Context: an optimization exercise on an open-source flow, tuned for small area, a short achievable clock period and few clock cycles. The choices shown serve that exercise and are no tape-out recipe.
The RTL was checked by simulation tests, not by an equivalence proof against the original design.
Power and IR drop assume default switching activity.

===== design/flow/run.sh =====
#!/bin/bash
# synth_recipe.tcl (not shown) runs the flow's synth.tcl, then flattens the netlist and writes it again
# the make line also repeats each setting of config.mk as NAME=value (left out here)
make -C /OpenROAD-flow-scripts/flow DESIGN_CONFIG=/design/flow/config.mk WORK_HOME=/design/flow/orfs CLKGATE_MAP_FILE= SYNTH_SCRIPT=/design/flow/synth_recipe.tcl finish

===== design/flow/config.mk =====
export PLATFORM = sky130hd
export DESIGN_NAME = s_expression_tokenizer
export DESIGN_NICKNAME = s_expression_tokenizer
export VERILOG_FILES = /design/flow/design.v
export SDC_FILE = /design/flow/constraint.sdc
export NUM_CORES = 4
export LEC_CHECK = 0
export CAP_MARGIN = 20
export CORE_MARGIN = 2
export CORE_UTILIZATION = 40
export SETUP_SLACK_MARGIN = 2.0
export SLEW_MARGIN = 20

===== design/flow/constraint.sdc =====
create_clock -name core_clock -period 5.0 [get_ports {clock}]
set_input_delay 1.0000 -clock core_clock [delete_from_list [all_inputs] [get_ports {clock}]]
set_output_delay 1.0000 -clock core_clock [all_outputs]
set_load 0.01 [all_outputs]

===== design/flow/design.v =====
`timescale 1ns / 1ps
package sexp_pkg;
   localparam logic [5:0] MAX_DEPTH = 6'd32;
   localparam logic [7:0] CH_TAB    = 8'h09;
   localparam logic [7:0] CH_LF     = 8'h0A;
   localparam logic [7:0] CH_CR     = 8'h0D;
   localparam logic [7:0] CH_SPACE  = 8'h20;
   localparam logic [7:0] CH_QUOTE  = 8'h22;
   localparam logic [7:0] CH_SEMI   = 8'h3B;
   localparam logic [7:0] CH_BSLASH = 8'h5C;
   localparam logic [7:0] CH_LPAREN = 8'h28;
   localparam logic [7:0] CH_RPAREN = 8'h29;
   localparam logic [7:0] CH_LBRACK = 8'h5B;
   localparam logic [7:0] CH_RBRACK = 8'h5D;
   localparam logic [7:0] CH_LBRACE = 8'h7B;
   localparam logic [7:0] CH_RBRACE = 8'h7D;
   localparam logic [7:0] CH_ZERO   = 8'h30;
   localparam logic [7:0] CH_LOWER_N = 8'h6E;
   localparam logic [7:0] CH_LOWER_R = 8'h72;
   localparam logic [7:0] CH_LOWER_T = 8'h74;
   localparam logic [3:0] RADIX     = 4'd10;
   localparam logic [1:0] ERR_STRAY  = 2'd0;
   localparam logic [1:0] ERR_ESCAPE = 2'd1;
   localparam logic [1:0] ERR_DEEP   = 2'd2;
   localparam logic [1:0] ERR_NONE   = 2'd0;
   typedef enum logic [2:0] {
      TK_LBEGIN = 3'd0,
      TK_LEND   = 3'd1,
      TK_ABYTE  = 3'd2,
      TK_AEND   = 3'd3,
      TK_IEND   = 3'd4,
      TK_SBYTE  = 3'd5,
      TK_SEND   = 3'd6,
      TK_ERROR  = 3'd7
   } token_type;
   typedef enum logic [2:0] {
      PH_START   = 3'd0,
      PH_LIST    = 3'd1,
      PH_ATOM    = 3'd2,
      PH_STRING  = 3'd3,
      PH_ESCAPE  = 3'd4,
      PH_COMMENT = 3'd5,
      PH_DONE    = 3'd6
   } phase_type;
   typedef struct packed {
      logic        s0_vld;
      token_type   s0_tok;
      logic [63:0] s0_val;
      logic [5:0]  s0_lvl;
      logic        s1_vld;
      token_type   s1_tok;
      logic [7:0]  s1_chr;
      logic [1:0]  s1_err;
      logic [5:0]  s1_lvl;
      logic [5:0]  unw;
   } bundle_type;
   function automatic logic is_ws(input logic [7:0] c);
      is_ws = (c == CH_TAB) || (c == CH_LF) || (c == CH_SPACE);
   endfunction
   function automatic logic is_digit(input logic [7:0] c);
      is_digit = (c >= 8'h30) && (c <= 8'h39);
   endfunction
   function automatic logic is_atom(input logic [7:0] c);
      logic r;
      r = is_digit(c) || ((c >= 8'h61) && (c <= 8'h7A)) || ((c >= 8'h41) && (c <= 8'h5A));
      unique case (c)
         8'h5F, 8'h24, 8'h23, 8'h3F, 8'h2E, 8'h40, 8'h2B, 8'h2D, 8'h21, 8'h7E,
         8'h2A, 8'h2F, 8'h25, 8'h3C, 8'h3E, 8'h26, 8'h5E, 8'h7C, 8'h3D: r = 1'b1;
         default: ;
      endcase
      is_atom = r;
   endfunction
   function automatic logic is_open(input logic [7:0] c);
      is_open = (c == CH_LPAREN) || (c == CH_LBRACK) || (c == CH_LBRACE);
   endfunction
   function automatic logic is_close(input logic [7:0] c);
      is_close = (c == CH_RPAREN) || (c == CH_RBRACK) || (c == CH_RBRACE);
   endfunction
endpackage
`timescale 1ns / 1ps
`timescale 1ns / 1ps
module sexp_add63 (
   input  logic [62:0] x,
   input  logic [62:0] y,
   input  logic        ci,
   output logic [62:0] s,
   output logic        co
);
   logic [62:0] p;
   logic [63:0] g0, p0;
   assign p  = x ^ y;
   assign g0 = {x & y, ci};
   assign p0 = {p, 1'b0};
   logic g1_1;
   assign g1_1 = g0[1] | (p0[1] & g0[0]);
   logic g1_3;
   assign g1_3 = g0[3] | (p0[3] & g0[2]);
   logic g1_5;
   assign g1_5 = g0[5] | (p0[5] & g0[4]);
   logic g1_7;
   assign g1_7 = g0[7] | (p0[7] & g0[6]);
   logic g1_9;
   assign g1_9 = g0[9] | (p0[9] & g0[8]);
   logic g1_11;
   assign g1_11 = g0[11] | (p0[11] & g0[10]);
   logic g1_13;
   assign g1_13 = g0[13] | (p0[13] & g0[12]);
   logic g1_15;
   assign g1_15 = g0[15] | (p0[15] & g0[14]);
   logic g1_17;
   assign g1_17 = g0[17] | (p0[17] & g0[16]);
   logic g1_19;
   assign g1_19 = g0[19] | (p0[19] & g0[18]);
   logic g1_21;
   assign g1_21 = g0[21] | (p0[21] & g0[20]);
   logic g1_23;
   assign g1_23 = g0[23] | (p0[23] & g0[22]);
   logic g1_25;
   assign g1_25 = g0[25] | (p0[25] & g0[24]);
   logic g1_27;
   assign g1_27 = g0[27] | (p0[27] & g0[26]);
   logic g1_29;
   assign g1_29 = g0[29] | (p0[29] & g0[28]);
   logic g1_31;
   assign g1_31 = g0[31] | (p0[31] & g0[30]);
   logic g1_33;
   assign g1_33 = g0[33] | (p0[33] & g0[32]);
   logic g1_35;
   assign g1_35 = g0[35] | (p0[35] & g0[34]);
   logic g1_37;
   assign g1_37 = g0[37] | (p0[37] & g0[36]);
   logic g1_39;
   assign g1_39 = g0[39] | (p0[39] & g0[38]);
   logic g1_41;
   assign g1_41 = g0[41] | (p0[41] & g0[40]);
   logic g1_43;
   assign g1_43 = g0[43] | (p0[43] & g0[42]);
   logic g1_45;
   assign g1_45 = g0[45] | (p0[45] & g0[44]);
   logic g1_47;
   assign g1_47 = g0[47] | (p0[47] & g0[46]);
   logic g1_49;
   assign g1_49 = g0[49] | (p0[49] & g0[48]);
   logic g1_51;
   assign g1_51 = g0[51] | (p0[51] & g0[50]);
   logic g1_53;
   assign g1_53 = g0[53] | (p0[53] & g0[52]);
   logic g1_55;
   assign g1_55 = g0[55] | (p0[55] & g0[54]);
   logic g1_57;
   assign g1_57 = g0[57] | (p0[57] & g0[56]);
   logic g1_59;
   assign g1_59 = g0[59] | (p0[59] & g0[58]);
   logic g1_61;
   assign g1_61 = g0[61] | (p0[61] & g0[60]);
   logic g1_63;
   assign g1_63 = g0[63] | (p0[63] & g0[62]);
   logic p1_1;
   assign p1_1 = p0[1] & p0[0];
   logic p1_3;
   assign p1_3 = p0[3] & p0[2];
   logic p1_5;
   assign p1_5 = p0[5] & p0[4];
   logic p1_7;
   assign p1_7 = p0[7] & p0[6];
   logic p1_9;
   assign p1_9 = p0[9] & p0[8];
   logic p1_11;
   assign p1_11 = p0[11] & p0[10];
   logic p1_13;
   assign p1_13 = p0[13] & p0[12];
   logic p1_15;
   assign p1_15 = p0[15] & p0[14];
   logic p1_17;
   assign p1_17 = p0[17] & p0[16];
   logic p1_19;
   assign p1_19 = p0[19] & p0[18];
   logic p1_21;
   assign p1_21 = p0[21] & p0[20];
   logic p1_23;
   assign p1_23 = p0[23] & p0[22];
   logic p1_25;
   assign p1_25 = p0[25] & p0[24];
   logic p1_27;
   assign p1_27 = p0[27] & p0[26];
   logic p1_29;
   assign p1_29 = p0[29] & p0[28];
   logic p1_31;
   assign p1_31 = p0[31] & p0[30];
   logic p1_33;
   assign p1_33 = p0[33] & p0[32];
   logic p1_35;
   assign p1_35 = p0[35] & p0[34];
   logic p1_37;
   assign p1_37 = p0[37] & p0[36];
   logic p1_39;
   assign p1_39 = p0[39] & p0[38];
   logic p1_41;
   assign p1_41 = p0[41] & p0[40];
   logic p1_43;
   assign p1_43 = p0[43] & p0[42];
   logic p1_45;
   assign p1_45 = p0[45] & p0[44];
   logic p1_47;
   assign p1_47 = p0[47] & p0[46];
   logic p1_49;
   assign p1_49 = p0[49] & p0[48];
   logic p1_51;
   assign p1_51 = p0[51] & p0[50];
   logic p1_53;
   assign p1_53 = p0[53] & p0[52];
   logic p1_55;
   assign p1_55 = p0[55] & p0[54];
   logic p1_57;
   assign p1_57 = p0[57] & p0[56];
   logic p1_59;
   assign p1_59 = p0[59] & p0[58];
   logic p1_61;
   assign p1_61 = p0[61] & p0[60];
   logic p1_63;
   assign p1_63 = p0[63] & p0[62];
   logic g2_2;
   assign g2_2 = g0[2] | (p0[2] & g1_1);
   logic g2_3;
   assign g2_3 = g1_3 | (p1_3 & g1_1);
   logic g2_6;
   assign g2_6 = g0[6] | (p0[6] & g1_5);
   logic g2_7;
   assign g2_7 = g1_7 | (p1_7 & g1_5);
   logic g2_10;
   assign g2_10 = g0[10] | (p0[10] & g1_9);
   logic g2_11;
   assign g2_11 = g1_11 | (p1_11 & g1_9);
   logic g2_14;
   assign g2_14 = g0[14] | (p0[14] & g1_13);
   logic g2_15;
   assign g2_15 = g1_15 | (p1_15 & g1_13);
   logic g2_18;
   assign g2_18 = g0[18] | (p0[18] & g1_17);
   logic g2_19;
   assign g2_19 = g1_19 | (p1_19 & g1_17);
   logic g2_22;
   assign g2_22 = g0[22] | (p0[22] & g1_21);
   logic g2_23;
   assign g2_23 = g1_23 | (p1_23 & g1_21);
   logic g2_26;
   assign g2_26 = g0[26] | (p0[26] & g1_25);
   logic g2_27;
   assign g2_27 = g1_27 | (p1_27 & g1_25);
   logic g2_30;
   assign g2_30 = g0[30] | (p0[30] & g1_29);
   logic g2_31;
   assign g2_31 = g1_31 | (p1_31 & g1_29);
   logic g2_34;
   assign g2_34 = g0[34] | (p0[34] & g1_33);
   logic g2_35;
   assign g2_35 = g1_35 | (p1_35 & g1_33);
   logic g2_38;
   assign g2_38 = g0[38] | (p0[38] & g1_37);
   logic g2_39;
   assign g2_39 = g1_39 | (p1_39 & g1_37);
   logic g2_42;
   assign g2_42 = g0[42] | (p0[42] & g1_41);
   logic g2_43;
   assign g2_43 = g1_43 | (p1_43 & g1_41);
   logic g2_46;
   assign g2_46 = g0[46] | (p0[46] & g1_45);
   logic g2_47;
   assign g2_47 = g1_47 | (p1_47 & g1_45);
   logic g2_50;
   assign g2_50 = g0[50] | (p0[50] & g1_49);
   logic g2_51;
   assign g2_51 = g1_51 | (p1_51 & g1_49);
   logic g2_54;
   assign g2_54 = g0[54] | (p0[54] & g1_53);
   logic g2_55;
   assign g2_55 = g1_55 | (p1_55 & g1_53);
   logic g2_58;
   assign g2_58 = g0[58] | (p0[58] & g1_57);
   logic g2_59;
   assign g2_59 = g1_59 | (p1_59 & g1_57);
   logic g2_62;
   assign g2_62 = g0[62] | (p0[62] & g1_61);
   logic g2_63;
   assign g2_63 = g1_63 | (p1_63 & g1_61);
   logic p2_2;
   assign p2_2 = p0[2] & p1_1;
   logic p2_3;
   assign p2_3 = p1_3 & p1_1;
   logic p2_6;
   assign p2_6 = p0[6] & p1_5;
   logic p2_7;
   assign p2_7 = p1_7 & p1_5;
   logic p2_10;
   assign p2_10 = p0[10] & p1_9;
   logic p2_11;
   assign p2_11 = p1_11 & p1_9;
   logic p2_14;
   assign p2_14 = p0[14] & p1_13;
   logic p2_15;
   assign p2_15 = p1_15 & p1_13;
   logic p2_18;
   assign p2_18 = p0[18] & p1_17;
   logic p2_19;
   assign p2_19 = p1_19 & p1_17;
   logic p2_22;
   assign p2_22 = p0[22] & p1_21;
   logic p2_23;
   assign p2_23 = p1_23 & p1_21;
   logic p2_26;
   assign p2_26 = p0[26] & p1_25;
   logic p2_27;
   assign p2_27 = p1_27 & p1_25;
   logic p2_30;
   assign p2_30 = p0[30] & p1_29;
   logic p2_31;
   assign p2_31 = p1_31 & p1_29;
   logic p2_34;
   assign p2_34 = p0[34] & p1_33;
   logic p2_35;
   assign p2_35 = p1_35 & p1_33;
   logic p2_38;
   assign p2_38 = p0[38] & p1_37;
   logic p2_39;
   assign p2_39 = p1_39 & p1_37;
   logic p2_42;
   assign p2_42 = p0[42] & p1_41;
   logic p2_43;
   assign p2_43 = p1_43 & p1_41;
   logic p2_46;
   assign p2_46 = p0[46] & p1_45;
   logic p2_47;
   assign p2_47 = p1_47 & p1_45;
   logic p2_50;
   assign p2_50 = p0[50] & p1_49;
   logic p2_51;
   assign p2_51 = p1_51 & p1_49;
   logic p2_54;
   assign p2_54 = p0[54] & p1_53;
   logic p2_55;
   assign p2_55 = p1_55 & p1_53;
   logic p2_58;
   assign p2_58 = p0[58] & p1_57;
   logic p2_59;
   assign p2_59 = p1_59 & p1_57;
   logic p2_62;
   assign p2_62 = p0[62] & p1_61;
   logic p2_63;
   assign p2_63 = p1_63 & p1_61;
   logic g3_4;
   assign g3_4 = g0[4] | (p0[4] & g2_3);
   logic g3_5;
   assign g3_5 = g1_5 | (p1_5 & g2_3);
   logic g3_6;
   assign g3_6 = g2_6 | (p2_6 & g2_3);
   logic g3_7;
   assign g3_7 = g2_7 | (p2_7 & g2_3);
   logic g3_12;
   assign g3_12 = g0[12] | (p0[12] & g2_11);
   logic g3_13;
   assign g3_13 = g1_13 | (p1_13 & g2_11);
   logic g3_14;
   assign g3_14 = g2_14 | (p2_14 & g2_11);
   logic g3_15;
   assign g3_15 = g2_15 | (p2_15 & g2_11);
   logic g3_20;
   assign g3_20 = g0[20] | (p0[20] & g2_19);
   logic g3_21;
   assign g3_21 = g1_21 | (p1_21 & g2_19);
   logic g3_22;
   assign g3_22 = g2_22 | (p2_22 & g2_19);
   logic g3_23;
   assign g3_23 = g2_23 | (p2_23 & g2_19);
   logic g3_28;
   assign g3_28 = g0[28] | (p0[28] & g2_27);
   logic g3_29;
   assign g3_29 = g1_29 | (p1_29 & g2_27);
   logic g3_30;
   assign g3_30 = g2_30 | (p2_30 & g2_27);
   logic g3_31;
   assign g3_31 = g2_31 | (p2_31 & g2_27);
   logic g3_36;
   assign g3_36 = g0[36] | (p0[36] & g2_35);
   logic g3_37;
   assign g3_37 = g1_37 | (p1_37 & g2_35);
   logic g3_38;
   assign g3_38 = g2_38 | (p2_38 & g2_35);
   logic g3_39;
   assign g3_39 = g2_39 | (p2_39 & g2_35);
   logic g3_44;
   assign g3_44 = g0[44] | (p0[44] & g2_43);
   logic g3_45;
   assign g3_45 = g1_45 | (p1_45 & g2_43);
   logic g3_46;
   assign g3_46 = g2_46 | (p2_46 & g2_43);
   logic g3_47;
   assign g3_47 = g2_47 | (p2_47 & g2_43);
   logic g3_52;
   assign g3_52 = g0[52] | (p0[52] & g2_51);
   logic g3_53;
   assign g3_53 = g1_53 | (p1_53 & g2_51);
   logic g3_54;
   assign g3_54 = g2_54 | (p2_54 & g2_51);
   logic g3_55;
   assign g3_55 = g2_55 | (p2_55 & g2_51);
   logic g3_60;
   assign g3_60 = g0[60] | (p0[60] & g2_59);
   logic g3_61;
   assign g3_61 = g1_61 | (p1_61 & g2_59);
   logic g3_62;
   assign g3_62 = g2_62 | (p2_62 & g2_59);
   logic g3_63;
   assign g3_63 = g2_63 | (p2_63 & g2_59);
   logic p3_4;
   assign p3_4 = p0[4] & p2_3;
   logic p3_5;
   assign p3_5 = p1_5 & p2_3;
   logic p3_6;
   assign p3_6 = p2_6 & p2_3;
   logic p3_7;
   assign p3_7 = p2_7 & p2_3;
   logic p3_12;
   assign p3_12 = p0[12] & p2_11;
   logic p3_13;
   assign p3_13 = p1_13 & p2_11;
   logic p3_14;
   assign p3_14 = p2_14 & p2_11;
   logic p3_15;
   assign p3_15 = p2_15 & p2_11;
   logic p3_20;
   assign p3_20 = p0[20] & p2_19;
   logic p3_21;
   assign p3_21 = p1_21 & p2_19;
   logic p3_22;
   assign p3_22 = p2_22 & p2_19;
   logic p3_23;
   assign p3_23 = p2_23 & p2_19;
   logic p3_28;
   assign p3_28 = p0[28] & p2_27;
   logic p3_29;
   assign p3_29 = p1_29 & p2_27;
   logic p3_30;
   assign p3_30 = p2_30 & p2_27;
   logic p3_31;
   assign p3_31 = p2_31 & p2_27;
   logic p3_36;
   assign p3_36 = p0[36] & p2_35;
   logic p3_37;
   assign p3_37 = p1_37 & p2_35;
   logic p3_38;
   assign p3_38 = p2_38 & p2_35;
   logic p3_39;
   assign p3_39 = p2_39 & p2_35;
   logic p3_44;
   assign p3_44 = p0[44] & p2_43;
   logic p3_45;
   assign p3_45 = p1_45 & p2_43;
   logic p3_46;
   assign p3_46 = p2_46 & p2_43;
   logic p3_47;
   assign p3_47 = p2_47 & p2_43;
   logic p3_52;
   assign p3_52 = p0[52] & p2_51;
   logic p3_53;
   assign p3_53 = p1_53 & p2_51;
   logic p3_54;
   assign p3_54 = p2_54 & p2_51;
   logic p3_55;
   assign p3_55 = p2_55 & p2_51;
   logic p3_60;
   assign p3_60 = p0[60] & p2_59;
   logic p3_61;
   assign p3_61 = p1_61 & p2_59;
   logic p3_62;
   assign p3_62 = p2_62 & p2_59;
   logic p3_63;
   assign p3_63 = p2_63 & p2_59;
   logic g4_8;
   assign g4_8 = g0[8] | (p0[8] & g3_7);
   logic g4_9;
   assign g4_9 = g1_9 | (p1_9 & g3_7);
   logic g4_10;
   assign g4_10 = g2_10 | (p2_10 & g3_7);
   logic g4_11;
   assign g4_11 = g2_11 | (p2_11 & g3_7);
   logic g4_12;
   assign g4_12 = g3_12 | (p3_12 & g3_7);
   logic g4_13;
   assign g4_13 = g3_13 | (p3_13 & g3_7);
   logic g4_14;
   assign g4_14 = g3_14 | (p3_14 & g3_7);
   logic g4_15;
   assign g4_15 = g3_15 | (p3_15 & g3_7);
   logic g4_24;
   assign g4_24 = g0[24] | (p0[24] & g3_23);
   logic g4_25;
   assign g4_25 = g1_25 | (p1_25 & g3_23);
   logic g4_26;
   assign g4_26 = g2_26 | (p2_26 & g3_23);
   logic g4_27;
   assign g4_27 = g2_27 | (p2_27 & g3_23);
   logic g4_28;
   assign g4_28 = g3_28 | (p3_28 & g3_23);
   logic g4_29;
   assign g4_29 = g3_29 | (p3_29 & g3_23);
   logic g4_30;
   assign g4_30 = g3_30 | (p3_30 & g3_23);
   logic g4_31;
   assign g4_31 = g3_31 | (p3_31 & g3_23);
   logic g4_40;
   assign g4_40 = g0[40] | (p0[40] & g3_39);
   logic g4_41;
   assign g4_41 = g1_41 | (p1_41 & g3_39);
   logic g4_42;
   assign g4_42 = g2_42 | (p2_42 & g3_39);
   logic g4_43;
   assign g4_43 = g2_43 | (p2_43 & g3_39);
   logic g4_44;
   assign g4_44 = g3_44 | (p3_44 & g3_39);
   logic g4_45;
   assign g4_45 = g3_45 | (p3_45 & g3_39);
   logic g4_46;
   assign g4_46 = g3_46 | (p3_46 & g3_39);
   logic g4_47;
   assign g4_47 = g3_47 | (p3_47 & g3_39);
   logic g4_56;
   assign g4_56 = g0[56] | (p0[56] & g3_55);
   logic g4_57;
   assign g4_57 = g1_57 | (p1_57 & g3_55);
   logic g4_58;
   assign g4_58 = g2_58 | (p2_58 & g3_55);
   logic g4_59;
   assign g4_59 = g2_59 | (p2_59 & g3_55);
   logic g4_60;
   assign g4_60 = g3_60 | (p3_60 & g3_55);
   logic g4_61;
   assign g4_61 = g3_61 | (p3_61 & g3_55);
   logic g4_62;
   assign g4_62 = g3_62 | (p3_62 & g3_55);
   logic g4_63;
   assign g4_63 = g3_63 | (p3_63 & g3_55);
   logic p4_8;
   assign p4_8 = p0[8] & p3_7;
   logic p4_9;
   assign p4_9 = p1_9 & p3_7;
   logic p4_10;
   assign p4_10 = p2_10 & p3_7;
   logic p4_11;
   assign p4_11 = p2_11 & p3_7;
   logic p4_12;
   assign p4_12 = p3_12 & p3_7;
   logic p4_13;
   assign p4_13 = p3_13 & p3_7;
   logic p4_14;
   assign p4_14 = p3_14 & p3_7;
   logic p4_15;
   assign p4_15 = p3_15 & p3_7;
   logic p4_24;
   assign p4_24 = p0[24] & p3_23;
   logic p4_25;
   assign p4_25 = p1_25 & p3_23;
   logic p4_26;
   assign p4_26 = p2_26 & p3_23;
   logic p4_27;
   assign p4_27 = p2_27 & p3_23;
   logic p4_28;
   assign p4_28 = p3_28 & p3_23;
   logic p4_29;
   assign p4_29 = p3_29 & p3_23;
   logic p4_30;
   assign p4_30 = p3_30 & p3_23;
   logic p4_31;
   assign p4_31 = p3_31 & p3_23;
   logic p4_40;
   assign p4_40 = p0[40] & p3_39;
   logic p4_41;
   assign p4_41 = p1_41 & p3_39;
   logic p4_42;
   assign p4_42 = p2_42 & p3_39;
   logic p4_43;
   assign p4_43 = p2_43 & p3_39;
   logic p4_44;
   assign p4_44 = p3_44 & p3_39;
   logic p4_45;
   assign p4_45 = p3_45 & p3_39;
   logic p4_46;
   assign p4_46 = p3_46 & p3_39;
   logic p4_47;
   assign p4_47 = p3_47 & p3_39;
   logic p4_56;
   assign p4_56 = p0[56] & p3_55;
   logic p4_57;
   assign p4_57 = p1_57 & p3_55;
   logic p4_58;
   assign p4_58 = p2_58 & p3_55;
   logic p4_59;
   assign p4_59 = p2_59 & p3_55;
   logic p4_60;
   assign p4_60 = p3_60 & p3_55;
   logic p4_61;
   assign p4_61 = p3_61 & p3_55;
   logic p4_62;
   assign p4_62 = p3_62 & p3_55;
   logic p4_63;
   assign p4_63 = p3_63 & p3_55;
   logic g5_16;
   assign g5_16 = g0[16] | (p0[16] & g4_15);
   logic g5_17;
   assign g5_17 = g1_17 | (p1_17 & g4_15);
   logic g5_18;
   assign g5_18 = g2_18 | (p2_18 & g4_15);
   logic g5_19;
   assign g5_19 = g2_19 | (p2_19 & g4_15);
   logic g5_20;
   assign g5_20 = g3_20 | (p3_20 & g4_15);
   logic g5_21;
   assign g5_21 = g3_21 | (p3_21 & g4_15);
   logic g5_22;
   assign g5_22 = g3_22 | (p3_22 & g4_15);
   logic g5_23;
   assign g5_23 = g3_23 | (p3_23 & g4_15);
   logic g5_24;
   assign g5_24 = g4_24 | (p4_24 & g4_15);
   logic g5_25;
   assign g5_25 = g4_25 | (p4_25 & g4_15);
   logic g5_26;
   assign g5_26 = g4_26 | (p4_26 & g4_15);
   logic g5_27;
   assign g5_27 = g4_27 | (p4_27 & g4_15);
   logic g5_28;
   assign g5_28 = g4_28 | (p4_28 & g4_15);
   logic g5_29;
   assign g5_29 = g4_29 | (p4_29 & g4_15);
   logic g5_30;
   assign g5_30 = g4_30 | (p4_30 & g4_15);
   logic g5_31;
   assign g5_31 = g4_31 | (p4_31 & g4_15);
   logic g5_48;
   assign g5_48 = g0[48] | (p0[48] & g4_47);
   logic g5_49;
   assign g5_49 = g1_49 | (p1_49 & g4_47);
   logic g5_50;
   assign g5_50 = g2_50 | (p2_50 & g4_47);
   logic g5_51;
   assign g5_51 = g2_51 | (p2_51 & g4_47);
   logic g5_52;
   assign g5_52 = g3_52 | (p3_52 & g4_47);
   logic g5_53;
   assign g5_53 = g3_53 | (p3_53 & g4_47);
   logic g5_54;
   assign g5_54 = g3_54 | (p3_54 & g4_47);
   logic g5_55;
   assign g5_55 = g3_55 | (p3_55 & g4_47);
   logic g5_56;
   assign g5_56 = g4_56 | (p4_56 & g4_47);
   logic g5_57;
   assign g5_57 = g4_57 | (p4_57 & g4_47);
   logic g5_58;
   assign g5_58 = g4_58 | (p4_58 & g4_47);
   logic g5_59;
   assign g5_59 = g4_59 | (p4_59 & g4_47);
   logic g5_60;
   assign g5_60 = g4_60 | (p4_60 & g4_47);
   logic g5_61;
   assign g5_61 = g4_61 | (p4_61 & g4_47);
   logic g5_62;
   assign g5_62 = g4_62 | (p4_62 & g4_47);
   logic g5_63;
   assign g5_63 = g4_63 | (p4_63 & g4_47);
   logic p5_16;
   assign p5_16 = p0[16] & p4_15;
   logic p5_17;
   assign p5_17 = p1_17 & p4_15;
   logic p5_18;
   assign p5_18 = p2_18 & p4_15;
   logic p5_19;
   assign p5_19 = p2_19 & p4_15;
   logic p5_20;
   assign p5_20 = p3_20 & p4_15;
   logic p5_21;
   assign p5_21 = p3_21 & p4_15;
   logic p5_22;
   assign p5_22 = p3_22 & p4_15;
   logic p5_23;
   assign p5_23 = p3_23 & p4_15;
   logic p5_24;
   assign p5_24 = p4_24 & p4_15;
   logic p5_25;
   assign p5_25 = p4_25 & p4_15;
   logic p5_26;
   assign p5_26 = p4_26 & p4_15;
   logic p5_27;
   assign p5_27 = p4_27 & p4_15;
   logic p5_28;
   assign p5_28 = p4_28 & p4_15;
   logic p5_29;
   assign p5_29 = p4_29 & p4_15;
   logic p5_30;
   assign p5_30 = p4_30 & p4_15;
   logic p5_31;
   assign p5_31 = p4_31 & p4_15;
   logic p5_48;
   assign p5_48 = p0[48] & p4_47;
   logic p5_49;
   assign p5_49 = p1_49 & p4_47;
   logic p5_50;
   assign p5_50 = p2_50 & p4_47;
   logic p5_51;
   assign p5_51 = p2_51 & p4_47;
   logic p5_52;
   assign p5_52 = p3_52 & p4_47;
   logic p5_53;
   assign p5_53 = p3_53 & p4_47;
   logic p5_54;
   assign p5_54 = p3_54 & p4_47;
   logic p5_55;
   assign p5_55 = p3_55 & p4_47;
   logic p5_56;
   assign p5_56 = p4_56 & p4_47;
   logic p5_57;
   assign p5_57 = p4_57 & p4_47;
   logic p5_58;
   assign p5_58 = p4_58 & p4_47;
   logic p5_59;
   assign p5_59 = p4_59 & p4_47;
   logic p5_60;
   assign p5_60 = p4_60 & p4_47;
   logic p5_61;
   assign p5_61 = p4_61 & p4_47;
   logic p5_62;
   assign p5_62 = p4_62 & p4_47;
   logic p5_63;
   assign p5_63 = p4_63 & p4_47;
   logic g6_32;
   assign g6_32 = g0[32] | (p0[32] & g5_31);
   logic g6_33;
   assign g6_33 = g1_33 | (p1_33 & g5_31);
   logic g6_34;
   assign g6_34 = g2_34 | (p2_34 & g5_31);
   logic g6_35;
   assign g6_35 = g2_35 | (p2_35 & g5_31);
   logic g6_36;
   assign g6_36 = g3_36 | (p3_36 & g5_31);
   logic g6_37;
   assign g6_37 = g3_37 | (p3_37 & g5_31);
   logic g6_38;
   assign g6_38 = g3_38 | (p3_38 & g5_31);
   logic g6_39;
   assign g6_39 = g3_39 | (p3_39 & g5_31);
   logic g6_40;
   assign g6_40 = g4_40 | (p4_40 & g5_31);
   logic g6_41;
   assign g6_41 = g4_41 | (p4_41 & g5_31);
   logic g6_42;
   assign g6_42 = g4_42 | (p4_42 & g5_31);
   logic g6_43;
   assign g6_43 = g4_43 | (p4_43 & g5_31);
   logic g6_44;
   assign g6_44 = g4_44 | (p4_44 & g5_31);
   logic g6_45;
   assign g6_45 = g4_45 | (p4_45 & g5_31);
   logic g6_46;
   assign g6_46 = g4_46 | (p4_46 & g5_31);
   logic g6_47;
   assign g6_47 = g4_47 | (p4_47 & g5_31);
   logic g6_48;
   assign g6_48 = g5_48 | (p5_48 & g5_31);
   logic g6_49;
   assign g6_49 = g5_49 | (p5_49 & g5_31);
   logic g6_50;
   assign g6_50 = g5_50 | (p5_50 & g5_31);
   logic g6_51;
   assign g6_51 = g5_51 | (p5_51 & g5_31);
   logic g6_52;
   assign g6_52 = g5_52 | (p5_52 & g5_31);
   logic g6_53;
   assign g6_53 = g5_53 | (p5_53 & g5_31);
   logic g6_54;
   assign g6_54 = g5_54 | (p5_54 & g5_31);
   logic g6_55;
   assign g6_55 = g5_55 | (p5_55 & g5_31);
   logic g6_56;
   assign g6_56 = g5_56 | (p5_56 & g5_31);
   logic g6_57;
   assign g6_57 = g5_57 | (p5_57 & g5_31);
   logic g6_58;
   assign g6_58 = g5_58 | (p5_58 & g5_31);
   logic g6_59;
   assign g6_59 = g5_59 | (p5_59 & g5_31);
   logic g6_60;
   assign g6_60 = g5_60 | (p5_60 & g5_31);
   logic g6_61;
   assign g6_61 = g5_61 | (p5_61 & g5_31);
   logic g6_62;
   assign g6_62 = g5_62 | (p5_62 & g5_31);
   logic g6_63;
   assign g6_63 = g5_63 | (p5_63 & g5_31);
   logic p6_32;
   assign p6_32 = p0[32] & p5_31;
   logic p6_33;
   assign p6_33 = p1_33 & p5_31;
   logic p6_34;
   assign p6_34 = p2_34 & p5_31;
   logic p6_35;
   assign p6_35 = p2_35 & p5_31;
   logic p6_36;
   assign p6_36 = p3_36 & p5_31;
   logic p6_37;
   assign p6_37 = p3_37 & p5_31;
   logic p6_38;
   assign p6_38 = p3_38 & p5_31;
   logic p6_39;
   assign p6_39 = p3_39 & p5_31;
   logic p6_40;
   assign p6_40 = p4_40 & p5_31;
   logic p6_41;
   assign p6_41 = p4_41 & p5_31;
   logic p6_42;
   assign p6_42 = p4_42 & p5_31;
   logic p6_43;
   assign p6_43 = p4_43 & p5_31;
   logic p6_44;
   assign p6_44 = p4_44 & p5_31;
   logic p6_45;
   assign p6_45 = p4_45 & p5_31;
   logic p6_46;
   assign p6_46 = p4_46 & p5_31;
   logic p6_47;
   assign p6_47 = p4_47 & p5_31;
   logic p6_48;
   assign p6_48 = p5_48 & p5_31;
   logic p6_49;
   assign p6_49 = p5_49 & p5_31;
   logic p6_50;
   assign p6_50 = p5_50 & p5_31;
   logic p6_51;
   assign p6_51 = p5_51 & p5_31;
   logic p6_52;
   assign p6_52 = p5_52 & p5_31;
   logic p6_53;
   assign p6_53 = p5_53 & p5_31;
   logic p6_54;
   assign p6_54 = p5_54 & p5_31;
   logic p6_55;
   assign p6_55 = p5_55 & p5_31;
   logic p6_56;
   assign p6_56 = p5_56 & p5_31;
   logic p6_57;
   assign p6_57 = p5_57 & p5_31;
   logic p6_58;
   assign p6_58 = p5_58 & p5_31;
   logic p6_59;
   assign p6_59 = p5_59 & p5_31;
   logic p6_60;
   assign p6_60 = p5_60 & p5_31;
   logic p6_61;
   assign p6_61 = p5_61 & p5_31;
   logic p6_62;
   assign p6_62 = p5_62 & p5_31;
   logic p6_63;
   assign p6_63 = p5_63 & p5_31;
   assign s  = p ^ {g6_62, g6_61, g6_60, g6_59, g6_58, g6_57, g6_56, g6_55, g6_54, g6_53, g6_52, g6_51, g6_50, g6_49, g6_48, g6_47, g6_46, g6_45, g6_44, g6_43, g6_42, g6_41, g6_40, g6_39, g6_38, g6_37, g6_36, g6_35, g6_34, g6_33, g6_32, g5_31, g5_30, g5_29, g5_28, g5_27, g5_26, g5_25, g5_24, g5_23, g5_22, g5_21, g5_20, g5_19, g5_18, g5_17, g5_16, g4_15, g4_14, g4_13, g4_12, g4_11, g4_10, g4_9, g4_8, g3_7, g3_6, g3_5, g3_4, g2_3, g2_2, g1_1, g0[0]};
   assign co = g6_63;
endmodule
`timescale 1ns / 1ps
`timescale 1ns / 1ps
module s_expression_tokenizer (
   input  logic        clock,
   input  logic        reset,
   input  logic        req_valid,
   output logic        req_ready,
   input  logic        req_kind,
   input  logic [7:0]  req_byte_req,
   output logic        rsp_valid,
   input  logic        rsp_ready,
   output logic [2:0]  rsp_token,
   output logic [7:0]  rsp_char_out,
   output logic [63:0] rsp_int_value,
   output logic [1:0]  rsp_error_code,
   output logic [5:0]  rsp_level,
   output logic        rsp_last
);
   sexp_pkg::phase_type phase_ff, phase_in;
   logic [5:0]  depth_ff, depth_in;
   logic        digits_ff, digits_in;
   logic        sat_ff, sat_in;
   logic [63:0] accum_ff, accum_in;
   logic        in_vld_ff;
   logic        in_kind_ff;
   logic [7:0]  in_chr_ff;
   logic        in_quiet_ff;   
   logic        in_atom_ff;    
   logic        in_digit_ff;   
   logic        valid_ff;
   sexp_pkg::token_type tok_ff, tok_in;
   logic [7:0]  chr_ff, chr_in;
   logic [1:0]  err_ff, err_in;
   logic        last_ff, last_in;
   logic        out_free;
   logic        step;
   logic        emit;
   logic        consume;
   logic        k;
   logic [7:0]  c;
   logic        quiet;
   sexp_pkg::phase_type quiet_ph;
   logic [7:0]  esc_chr;
   logic        esc_ok;
   logic [1:0]  e_lo;
   logic        e_ci;
   logic [63:0] sum5;
   logic [63:0] prod;
   logic        ovf;
   assign k        = in_kind_ff;
   assign c        = in_chr_ff;
   assign out_free = !valid_ff || rsp_ready;
   assign step     = in_vld_ff && out_free;
   assign quiet    = in_quiet_ff;
   assign quiet_ph = sexp_pkg::is_ws(c) ? sexp_pkg::PH_LIST :
                     (c == sexp_pkg::CH_SEMI) ? sexp_pkg::PH_COMMENT : sexp_pkg::PH_STRING;
   always_comb begin
      esc_ok  = 1'b1;
      esc_chr = c;
      unique case (c)
         sexp_pkg::CH_BSLASH:  esc_chr = sexp_pkg::CH_BSLASH;
         sexp_pkg::CH_QUOTE:   esc_chr = sexp_pkg::CH_QUOTE;
         sexp_pkg::CH_LOWER_N: esc_chr = sexp_pkg::CH_LF;
         sexp_pkg::CH_LOWER_R: esc_chr = sexp_pkg::CH_CR;
         sexp_pkg::CH_LOWER_T: esc_chr = sexp_pkg::CH_TAB;
         default:              esc_ok  = 1'b0;
      endcase
   end
   assign e_lo = {c[2] | c[3], c[1] | c[3]};
   assign e_ci = c[3];
   sexp_add63 u_add (
      .x  ({accum_ff[60:0], e_lo}),
      .y  (accum_ff[62:0]),
      .ci (e_ci),
      .s  (sum5[62:0]),
      .co (sum5[63])
   );
   assign prod = {sum5[62:0], c[0]};
   assign ovf  = accum_ff[63] | accum_ff[62] | accum_ff[61] | sum5[63];
   always_comb begin
      phase_in = phase_ff;
      depth_in = depth_ff;
      emit     = 1'b0;
      consume  = 1'b1;
      tok_in   = sexp_pkg::TK_LEND;
      chr_in   = 8'd0;
      err_in   = sexp_pkg::ERR_NONE;
      last_in  = 1'b1;
      unique case (phase_ff)
         sexp_pkg::PH_START: begin
            emit     = 1'b1;
            tok_in   = sexp_pkg::TK_LBEGIN;
            depth_in = 6'd1;
            if (quiet) begin
               phase_in = quiet_ph;
            end else begin
               phase_in = sexp_pkg::PH_LIST;
               consume  = 1'b0;
               last_in  = 1'b0;
            end
         end
         sexp_pkg::PH_ATOM: begin
            if (in_atom_ff) begin
               emit   = 1'b1;
               tok_in = sexp_pkg::TK_ABYTE;
               chr_in = c;
            end else begin
               emit   = 1'b1;
               tok_in = digits_ff ? sexp_pkg::TK_IEND : sexp_pkg::TK_AEND;
               if (quiet) begin
                  phase_in = quiet_ph;
               end else begin
                  phase_in = sexp_pkg::PH_LIST;
                  consume  = 1'b0;
                  last_in  = 1'b0;
               end
            end
         end
         sexp_pkg::PH_STRING, sexp_pkg::PH_ESCAPE: begin
            if (k) begin
               emit     = 1'b1;
               tok_in   = sexp_pkg::TK_SEND;
               phase_in = sexp_pkg::PH_LIST;
               consume  = 1'b0;
               last_in  = 1'b0;
            end else if (phase_ff == sexp_pkg::PH_ESCAPE) begin
               emit     = 1'b1;
               phase_in = sexp_pkg::PH_STRING;
               if (esc_ok) begin
                  tok_in = sexp_pkg::TK_SBYTE;
                  chr_in = esc_chr;
               end else begin
                  tok_in = sexp_pkg::TK_ERROR;
                  chr_in = c;
                  err_in = sexp_pkg::ERR_ESCAPE;
               end
            end else if (c == sexp_pkg::CH_QUOTE) begin
               emit     = 1'b1;
               tok_in   = sexp_pkg::TK_SEND;
               phase_in = sexp_pkg::PH_LIST;
            end else if (c == sexp_pkg::CH_BSLASH) begin
               phase_in = sexp_pkg::PH_ESCAPE;
            end else begin
               emit   = 1'b1;
               tok_in = sexp_pkg::TK_SBYTE;
               chr_in = c;
            end
         end
         sexp_pkg::PH_LIST, sexp_pkg::PH_COMMENT: begin
            if (k) begin
               emit     = 1'b1;
               tok_in   = sexp_pkg::TK_LEND;
               depth_in = 6'(depth_ff - 6'd1);
               phase_in = sexp_pkg::PH_LIST;
               if (depth_ff == 6'd1) begin
                  phase_in = sexp_pkg::PH_DONE;
               end else begin
                  consume = 1'b0;
                  last_in = 1'b0;
               end
            end else if (phase_ff == sexp_pkg::PH_COMMENT) begin
               if (c == sexp_pkg::CH_LF) phase_in = sexp_pkg::PH_LIST;
            end else if (quiet) begin
               phase_in = quiet_ph;
            end else if (sexp_pkg::is_open(c)) begin
               emit = 1'b1;
               if (depth_ff[5]) begin
                  tok_in = sexp_pkg::TK_ERROR;
                  chr_in = c;
                  err_in = sexp_pkg::ERR_DEEP;
               end else begin
                  tok_in   = sexp_pkg::TK_LBEGIN;
                  depth_in = 6'(depth_ff + 6'd1);
               end
            end else if (sexp_pkg::is_close(c)) begin
               emit     = 1'b1;
               tok_in   = sexp_pkg::TK_LEND;
               depth_in = 6'(depth_ff - 6'd1);
               if (depth_ff == 6'd1) phase_in = sexp_pkg::PH_DONE;
            end else if (in_atom_ff) begin
               emit     = 1'b1;
               tok_in   = sexp_pkg::TK_ABYTE;
               chr_in   = c;
               phase_in = sexp_pkg::PH_ATOM;
            end else begin
               emit   = 1'b1;
               tok_in = sexp_pkg::TK_ERROR;
               chr_in = c;
               err_in = sexp_pkg::ERR_STRAY;
            end
         end
         default: ;   
      endcase
   end
   always_comb begin
      accum_in  = accum_ff;
      sat_in    = sat_ff;
      digits_in = digits_ff;
      if (phase_ff != sexp_pkg::PH_ATOM) begin
         accum_in  = {60'd0, c[3:0]};
         sat_in    = 1'b0;
         digits_in = in_digit_ff;
      end else if (in_digit_ff) begin
         accum_in  = prod[63:0];
         sat_in    = sat_ff || ovf;
      end else begin
         digits_in = 1'b0;
      end
   end
   assign req_ready = !in_vld_ff || (out_free && consume);
   always_ff @(posedge clock) begin
      if (reset) begin
         phase_ff  <= sexp_pkg::PH_START;
         in_vld_ff <= 1'b0;
         valid_ff  <= 1'b0;
      end else begin
         if (step) phase_ff <= phase_in;
         if (req_ready) in_vld_ff <= req_valid;
         if (out_free) valid_ff <= step && emit;
      end
   end
   always_ff @(posedge clock) begin
      if (req_ready) begin
         in_kind_ff <= req_kind;
         in_chr_ff  <= req_byte_req;
         in_quiet_ff <= !req_kind && (sexp_pkg::is_ws(req_byte_req) ||
                                      (req_byte_req == sexp_pkg::CH_SEMI) ||
                                      (req_byte_req == sexp_pkg::CH_QUOTE));
         in_atom_ff  <= !req_kind && sexp_pkg::is_atom(req_byte_req);
         in_digit_ff <= !req_kind && sexp_pkg::is_digit(req_byte_req);
      end
      if (step) begin
         depth_ff  <= depth_in;
         accum_ff  <= accum_in;
         sat_ff    <= sat_in;
         digits_ff <= digits_in;
         tok_ff    <= tok_in;
         chr_ff    <= chr_in;
         err_ff    <= err_in;
         last_ff   <= last_in;
      end
   end
   assign rsp_valid      = valid_ff;
   assign rsp_token      = 3'(tok_ff);
   assign rsp_char_out   = chr_ff;
   assign rsp_int_value  = (accum_ff | {64{sat_ff}}) & {64{tok_ff == sexp_pkg::TK_IEND}};
   assign rsp_error_code = err_ff;
   assign rsp_level      = depth_ff;
   assign rsp_last       = last_ff;
endmodule

==> results.yml, run 1 <==
run_status:
  status: "finished clean"
floorplanning:
  die_h_um: 148
  dieArea_um2: 21800
  std_cell_rows: 52
  ioPinCount: 99
  start_util_pct: 40.8
  core_area_um2: 20200
  die_x_um: 148
pwr:
  clock_power_share_pct: 22.9
  pwr-share-comb_pct: 37.9
  switching_share_pct: 35.4
  p_leak_nw: 4.41
  power.density_nw_per_um2: 276
  vdd_ir_drop_max_uv: 202
  power_switching_mw: 1.05
  seqPwrFrac_pct: 39.2
  p_int_mw: 1.91
yosys:
  synthCells: 906
  synth-edff-count: 98
  ys_types: 67
  async_flop_share_pct: 0
  ys_ff_latch: 103
  yosysWarnings: 1
  synth_top_area_share_pct: 35.6
  avgSynthCellArea_um2: 9.11
  synthesis.area_um2: 8260
  synthesis.nets: 990
  yosys.area.top_type: "edfxtp_1"
  yosys_most_used_dff: "edfxtp_1"
  seq_area_frac_synth_pct: 36.9
  synth_area_leaders: "edfxtp_1, ha_1, o21a_1"
critical_path:
  worstSetupPathType: "flop to output pin"
  critPathBufInv: 3
  worst-path-max-fanout: 16
  cp.required_ns: 4.00
  path_delay_family: "buffers and inverters"
  cp.arrival_ns: 2.09
  cp_cell_sequence: "nor3b_4 -> buf_6 -> buf_12 -> o21a_1 -> clkdlybuf4s50_1"
  crit_path_max_incr_delay_ns: 0.54
  crit_path_top_delay_cell: "clkdlybuf4s50_1"
  cp-end-kind: "output pin"
  startpoint_type: "flop"
final_layout:
  drive_gt1_share_pct: 13.6
  diodes: 0
  n_fill_cell: 1805
  syn_to_final_growth_pct: 29.5
  num-nets-final: 1108
  fin_util_pct: 52.8
clock_tree:
  cts_tree: "built"
  clock_sinks: 103
  clock_tree.root_cell: "clkbuf_16"
  path_clk_slew_ns: 0.08
  cts-htree-levels: 3
  clock_latency_ns: 0.35
  cts_buffers: 9
  clk_path_buf_depth: 2
timing:
  min_period_ns: 3.09
  worst_clock_skew_ns: 0.0144
  tightest_slew_ns: 0.741
  rsz0062_at_grt: "true"
  drv_slew: 0
  holdWs_ns: 0.602
  period_share_pct: 61.7
  setup_viol: 0
  setup_tns_ns: 0
  finalHoldViolCount: 0
  max_freq_mhz: 324
  relSlewSlack_pct: 50.6
routing:
  wirelength_um: 22600
  drt_iter0_markers: 627
  ant_nets: 0
  routedWlPerCell_um: 17.4
  vias: 7367
  avgViaCountPerCell: 5.67
  drc: 0
  drt_first_pass_iters: 7
global_routing:
  overflow: 0
  grt_pass1_vias: 6786
  antenna_found_initial: 0
  grt_usage_pct: 19.8
  grt_pass1_wl_um: 35100
  grt_max_degree: 60
placement:
  port_buffers: 98
  gp_routability_congestion: 0.879
  hpwl_um: 14600
job:
  cap_violations: 0
min_path:
  hold_path_class: "flop to flop"
==> routing by layer <==
metal | vias up | track usage [%] | share of wire (%)
li1 | 3681 | - | -
met1 | 3471 | 28.8 | 48
met2 | 186 | 30.9 | 46
met3 | 29 | 2.53 | 4.4
met4 | 0 | 5.43 | 1.9
met5 | - | 0 | 0
==> synth_stat cells (8+ instances only) <==
master,instances
and3_1,11
nor3b_1,24
nor3_1,61
clkbuf_1,41
ha_1,65
nand4_1,12
nor2_1,66
or3_1,11
a21o_1,18
a31oi_1,9
a21boi_0,10
edfxtp_1,98
xnor2_1,12
nand2_1,56
nand2b_1,16
inv_1,37
a21oi_1,58
o21ai_0,47
o211ai_1,8
nand3_1,30
a211oi_1,10
nor2b_1,11
o21a_1,80
==> power groups by stage <==
| stage | combinational, mW | clock [mW] | sequential, mW |
|---|---|---|---|
| 2_1_floorplan | 0.711 | 0 | 1.13 |
| 3_3_place_gp | 0.946 | 0 | 1.19 |
| 3_5_place_dp | 0.947 | 0 | 1.19 |
| 4_1_cts | 1.05 | 0.690 | 1.15 |
| 5_1_grt | 1.24 | 0.716 | 1.17 |
| 6_report | 1.12 | 0.676 | 1.16 |
==> area by class of cell <==
type	count	area [µm²]	area share, %
Multi-Input combinational cell	721	5340	49.9
Sequential cell	103	3050	28.5
Timing Repair Buffer	152	1560	14.6
Tap cell	270	338	3.16
Clock buffer	10	229	2.14
Inverter	37	143	1.33
Clock inverter	6	37.5	0.351
==> worst paths after layout <==
| kind | startpoint | end | slack [ns] | cells after the start |
|---|---|---|---|---|
| worst min-delay path | in_vld_ff | valid_ff | 0.60 | 2 |
| worst max register to register | in_chr_ff[3] | accum_ff[32] | 1.99 | 11 |
| worst max-delay path | tok_ff[0] | rsp_int_value[2] | 1.91 | 5 |
| worst min register to register | in_vld_ff | valid_ff | 0.60 | 2 |
==> cells in the final DEF, fill, tap and decap left out, types with 35 or more instances in the layout <==
cell type,n
a21oi_1,49
o21ai_0,39
edfxtp_1,98
o21a_1,80
nand2_1,55
clkdlybuf4s50_1,66
nor2_1,64
buf_4,45
nor3_1,61
inv_1,35
ha_1,54
==> through the flow <==
stage	setup WS, ns	power [mW]	instances	area [µm²]
after detailed placement	1.16	2.13	1234	9500
after global placement	1.25	2.13	1234	9500
after global routing	1.79	3.13	1299	10700
after floorplan	1.99	1.84	906	8330
after CTS	1.91	2.89	1283	10200
final	1.91	2.95	1299	10700
==> what timing repair did <==
action / 4_1_cts / 5_1_grt
cloned: 1 / 2
hold buffers: 0 / 0
setup buffers: 32 / 14
setup endpoints to repair: 107 / 107
pin swaps: 12 / 16
resized for setup: 42 / 75
==> kinds of logic after synthesis <==
logic type / share of synthesized area, %
muxes: 0.728
buffers and inverters: 3.86
adders and majority gates: 11.3
and+or+nand+nor: 20.5
AOI/OAI and AO/OA: 25.1
xor gates and xnor gates: 1.70
DFF: 36.9
==> flip-flops by register name, indices dropped and copies added, names as in the netlist <==
signal,cells
sat_ff,1
valid_ff,1
tok_ff,3
in_digit_ff,1
last_ff,1
in_quiet_ff,1
in_atom_ff,1
accum_ff,64
digits_ff,1
err_ff,2
in_kind_ff,1
in_vld_ff,1
phase_ff,3
in_chr_ff,8
chr_ff,8
depth_ff,6
==> worst register-to-register path, delay by kind of cell, from the launching register on <==
family | cells | cell delay (ns)
buffers and inverters | 2 | 0.30
DFF | 1 | 0.46
and+or+nand+nor | 3 | 0.53
adders and majority gates | 2 | 0.72
AOI/OAI and AO/OA | 4 | 0.78
Testbench counts, summed over its fixed seeds: cycles 20,739.
==> run 2: changes to the inputs <==
==> design/flow/flow/run.sh (new file) <==
#!/bin/bash
# The standard layout, with the ports buffered by the smallest plain buffer
# (buf_1) instead of the delay buffer that buffer_ports picks by default.
# Every input and output port still gets its own buffer.
set -euo pipefail
export BUFFER_PORTS_ARGS="-buffer_cell sky130_fd_sc_hd__buf_1"
bash standard.sh > flow_make.log 2>&1
==> design/flow/standard.sh (new file) <==
#!/bin/bash
# synth_recipe.tcl (not shown) runs the flow's synth.tcl, then flattens the netlist and writes it again
# the make line also repeats each setting of config.mk as NAME=value (left out here)
make -C /OpenROAD-flow-scripts/flow DESIGN_CONFIG=/design/flow/config.mk WORK_HOME=/design/flow/orfs CLKGATE_MAP_FILE= SYNTH_SCRIPT=/design/flow/synth_recipe.tcl "${@:-finish}"
removed: design/flow/run.sh
==> run 2 against run 1 <==
  * Power decreased by 1.8%
  * Via count increased by 0.23%
  * Global-route usage increased by 0.22 points
  * Clock skew decreased by 0.0062 ns
  * Utilization decreased by 4.5 points
  * Worst hold slack got worse by 0.017 ns
  * Fmax increased by 0.48%
  * Sequential share of layout area increased by 2.6 points
  * Area after synthesis unchanged
  * Clock power increased by 7.2%
  * Die area unchanged
  * Worst setup slack improved by 0.015 ns
  * Highest routed layer unchanged
==> results.yml, run 2 <==
timing:
  relSlewSlack_pct: 52.5
  tightest_slew_ns: 0.712
  setup_tns_ns: 0
  period_share_pct: 61.4
  min_period_ns: 3.07
  setup_slack_ns: 1.93
  holdWs_ns: 0.585
  max_freq_mhz: 326
  finalHoldViolCount: 0
  drv_slew: 0
  worst_clock_skew_ns: 0.00820
  setup_viol: 0
  rsz0062_at_grt: "true"
critical_path:
  crit_path_max_incr_delay_ns: 0.43
  cp_cell_sequence: "nor2_2 -> nor4bb_4 -> nand2_1 -> nand3_1 -> o31ai_1 -> a21o_1 -> o21ai_4 -> buf_2"
  cp.required_ns: 4.00
  crit_path_top_delay_cell: "edfxtp_1"
  ff2ff_path_depth: 11
  cp.arrival_ns: 2.07
  cp-end-kind: "output pin"
  startpoint_type: "flop"
  timing.rr.end: "sat_ff"
  worstSetupPathType: "flop to output pin"
  r2r_start: "in_chr_ff[3]"
  ff2ff_setup_slack_ns: 1.95
  worst-path-max-fanout: 2
routing:
  wirelength_um: 22200
  routedWlPerCell_um: 17.1
  avgViaCountPerCell: 5.71
  drc: 0
  ant_nets: 0
  vias: 7384
  drt_first_pass_iters: 5
  drt_iter0_markers: 475
final_layout:
  syn_to_final_growth_pct: 18.5
  top_register: "accum_ff"
  n_fill_cell: 1977
  largest_registers: "accum_ff x64, chr_ff x8, in_chr_ff x8"
  drive_gt1_share_pct: 11.5
  num-nets-final: 1103
  largest_reg_flops: 64
  finalNonFillerCells: 1294
  diodes: 0
  final_common_cell: "edfxtp_1"
  final_cell_mix: "edfxtp_1, buf_1, o21a_1"
clock_tree:
  clock_tree.root_cell: "clkbuf_16"
  cts_tree: "built"
  postCtsHoldBufs: 0
  cts-htree-levels: 3
  path_clk_slew_ns: 0.07
  clock_latency_ns: 0.35
  clk_path_buf_depth: 2
  cts_buffers: 9
  clock_sinks: 103
pwr:
  vdd_ir_drop_max_uv: 167
  switching_share_pct: 35.6
  p_leak_nw: 3.60
  clock_power_share_pct: 25.0
  total_power_mw: 2.90
  p_int_mw: 1.87
  power.density_nw_per_um2: 296
  seqPwrFrac_pct: 39.9
  pwr-share-comb_pct: 35.1
  power_switching_mw: 1.03
yosys:
  yosys.area.top_type: "edfxtp_1"
  synth_common_cells: "edfxtp_1, o21a_1, nor2_1"
  yosysWarnings: 1
  yosys_most_used_dff: "edfxtp_1"
  avgSynthCellArea_um2: 9.11
  ys_types: 67
  ys_ff_latch: 103
  synthCells: 906
  synth_most_common_cell: "edfxtp_1"
  async_flop_share_pct: 0
  synthesis.nets: 990
  synth_top_area_share_pct: 35.6
  synth-edff-count: 98
  synth_area_leaders: "edfxtp_1, ha_1, o21a_1"
  seq_area_frac_synth_pct: 36.9
  synthesis.area_um2: 8260
min_path:
  hp-start: "in_digit_ff"
  holdPathEnd: "digits_ff"
  holdPathStages: 1
  hold_path_class: "flop to flop"
floorplanning:
  dieArea_um2: 21800
  ioPinCount: 99
  start_util_pct: 40.8
  die_x_um: 148
  std_cell_rows: 52
  core_area_um2: 20200
  die_h_um: 148
global_routing:
  antenna_found_initial: 0
  grt_max_degree: 65
  overflow: 0
  grt_pass1_wl_um: 35500
  grt_usage_pct: 20.0
  grt_pass1_vias: 6948
placement:
  placed_cells: 1235
  gp_routability_congestion: 0.819
  pre_cts_ws_ns: 1.57
  hpwl_um: 15000
  port_buffers: 98
job:
  cap_violations: 0
run_status:
  status: "finished clean"
[run 2: cell counts after synthesis]
Identical to the previous run, type by type.
[run 2: area by class of cell]
type | count | area [µm²] | share of cell area (%)
multi-input combinational | 721 | 5220 | 53.4
sequential | 103 | 3050 | 31.1
timing repair buffer | 147 | 751 | 7.67
tap | 270 | 338 | 3.45
clock buffer | 11 | 233 | 2.38
inverter | 37 | 139 | 1.42
clock inverter | 5 | 56.3 | 0.576
[run 2: stage by stage]
stage                     instance area (µm²)  util [%]
after floorplan                          8330         -
after global placement                   8880      43.9
after detailed placement                 8880      43.9
after CTS                                9460      46.8
after global routing                     9780      48.3
final                                    9780      48.3
[run 2: kinds of logic (layout without fill, tap and decap cells)]
| kind of cell | Yosys count | count (layout) | share of synthesized area, % |
|---|---|---|---|
| simple gates | 328 | 328 | 20.5 |
| compound gates | 300 | 300 | 25.1 |
| flops | 103 | 103 | 36.9 |
| buf+inv | 82 | 200 | 3.86 |
| fa+ha+maj | 71 | 71 | 11.3 |
| xor+xnor | 16 | 16 | 1.70 |
| mux | 6 | 6 | 0.728 |
[run 2: power groups by stage]
stage	logic, mW	clock network [mW]	registers (mW)
after floorplan	0.711	0	1.13
after global placement	0.872	0	1.19
after detailed placement	0.879	0	1.19
after CTS	0.950	0.745	1.15
after global routing	1.13	0.775	1.17
final	1.02	0.725	1.16
[run 2: worst max-delay path, delay by kind of cell (launching register included)]
kind | cells | cell delay, ns
buffers and inverters | 1 | 0.15
flip-flops | 1 | 0.43
AO/OA/AOI/OAI | 3 | 0.47
AND/OR/NAND/NOR | 4 | 0.66
[run 2: per-layer routing]
| layer | vias up | GRT usage [%] | part of all wire [%] |
|---|---|---|---|
| li1 | 3664 | - | - |
| met1 | 3505 | 29.1 | 48 |
| met2 | 197 | 31.5 | 46 |
| met3 | 18 | 2.69 | 4.1 |
| met4 | 0 | 4.86 | 1.0 |
| met5 | - | 0 | 0 |
[run 2: how the worst max path moves through the flow]
stage                       startpoint            to
after floorplan           in_chr_ff[2]  accum_ff[56]
after global routing       depth_ff[2]     req_ready
after detailed placement   depth_ff[1]     req_ready
after CTS                  depth_ff[3]     req_ready
final                      depth_ff[2]     req_ready
after global placement    in_chr_ff[1]  accum_ff[56]
[run 2: timing repair]
| item | CTS | global route |
|---|---|---|
| gates resized for setup | 23 | 35 |
| buffers inserted | 24 | 19 |
| gates cloned | 0 | 0 |
| pin swaps | 5 | 23 |
| endpoints found under the setup margin | 75 | 40 |

-- static timing again, ports no longer ideal --
How much do the figures lean on ideal ports? The routed layouts below were timed once more, with nothing changed but the port constraints.
Step 1 assumes that a clkbuf_16 drives the clock port and a buf_2 every other input.
Step 2 times the ports against the registers' clock, not the clock port: input delays grow and output delays shrink by t, the midpoint of the rising clock arrivals with the driver on.
Slacks: ideal ports / drivers / drivers and shift; pairs: ideal ports / drivers.
| run | t (ns) | slack for setup (ns) | latest minus earliest clock arrival (ns) |
|---|---|---|---|
| run 1 | 0.393 | 1.915 / 1.870 / 1.857 | 0.014 / 0.015 |
| run 2 | 0.397 | 1.930 / 1.883 / 1.954 | 0.008 / 0.008 |
After both steps every run listed still meets setup and hold. For run 1, which loses most, drivers alone change the setup slack by -0.045 ns; drivers and shift together by -0.058 ns.
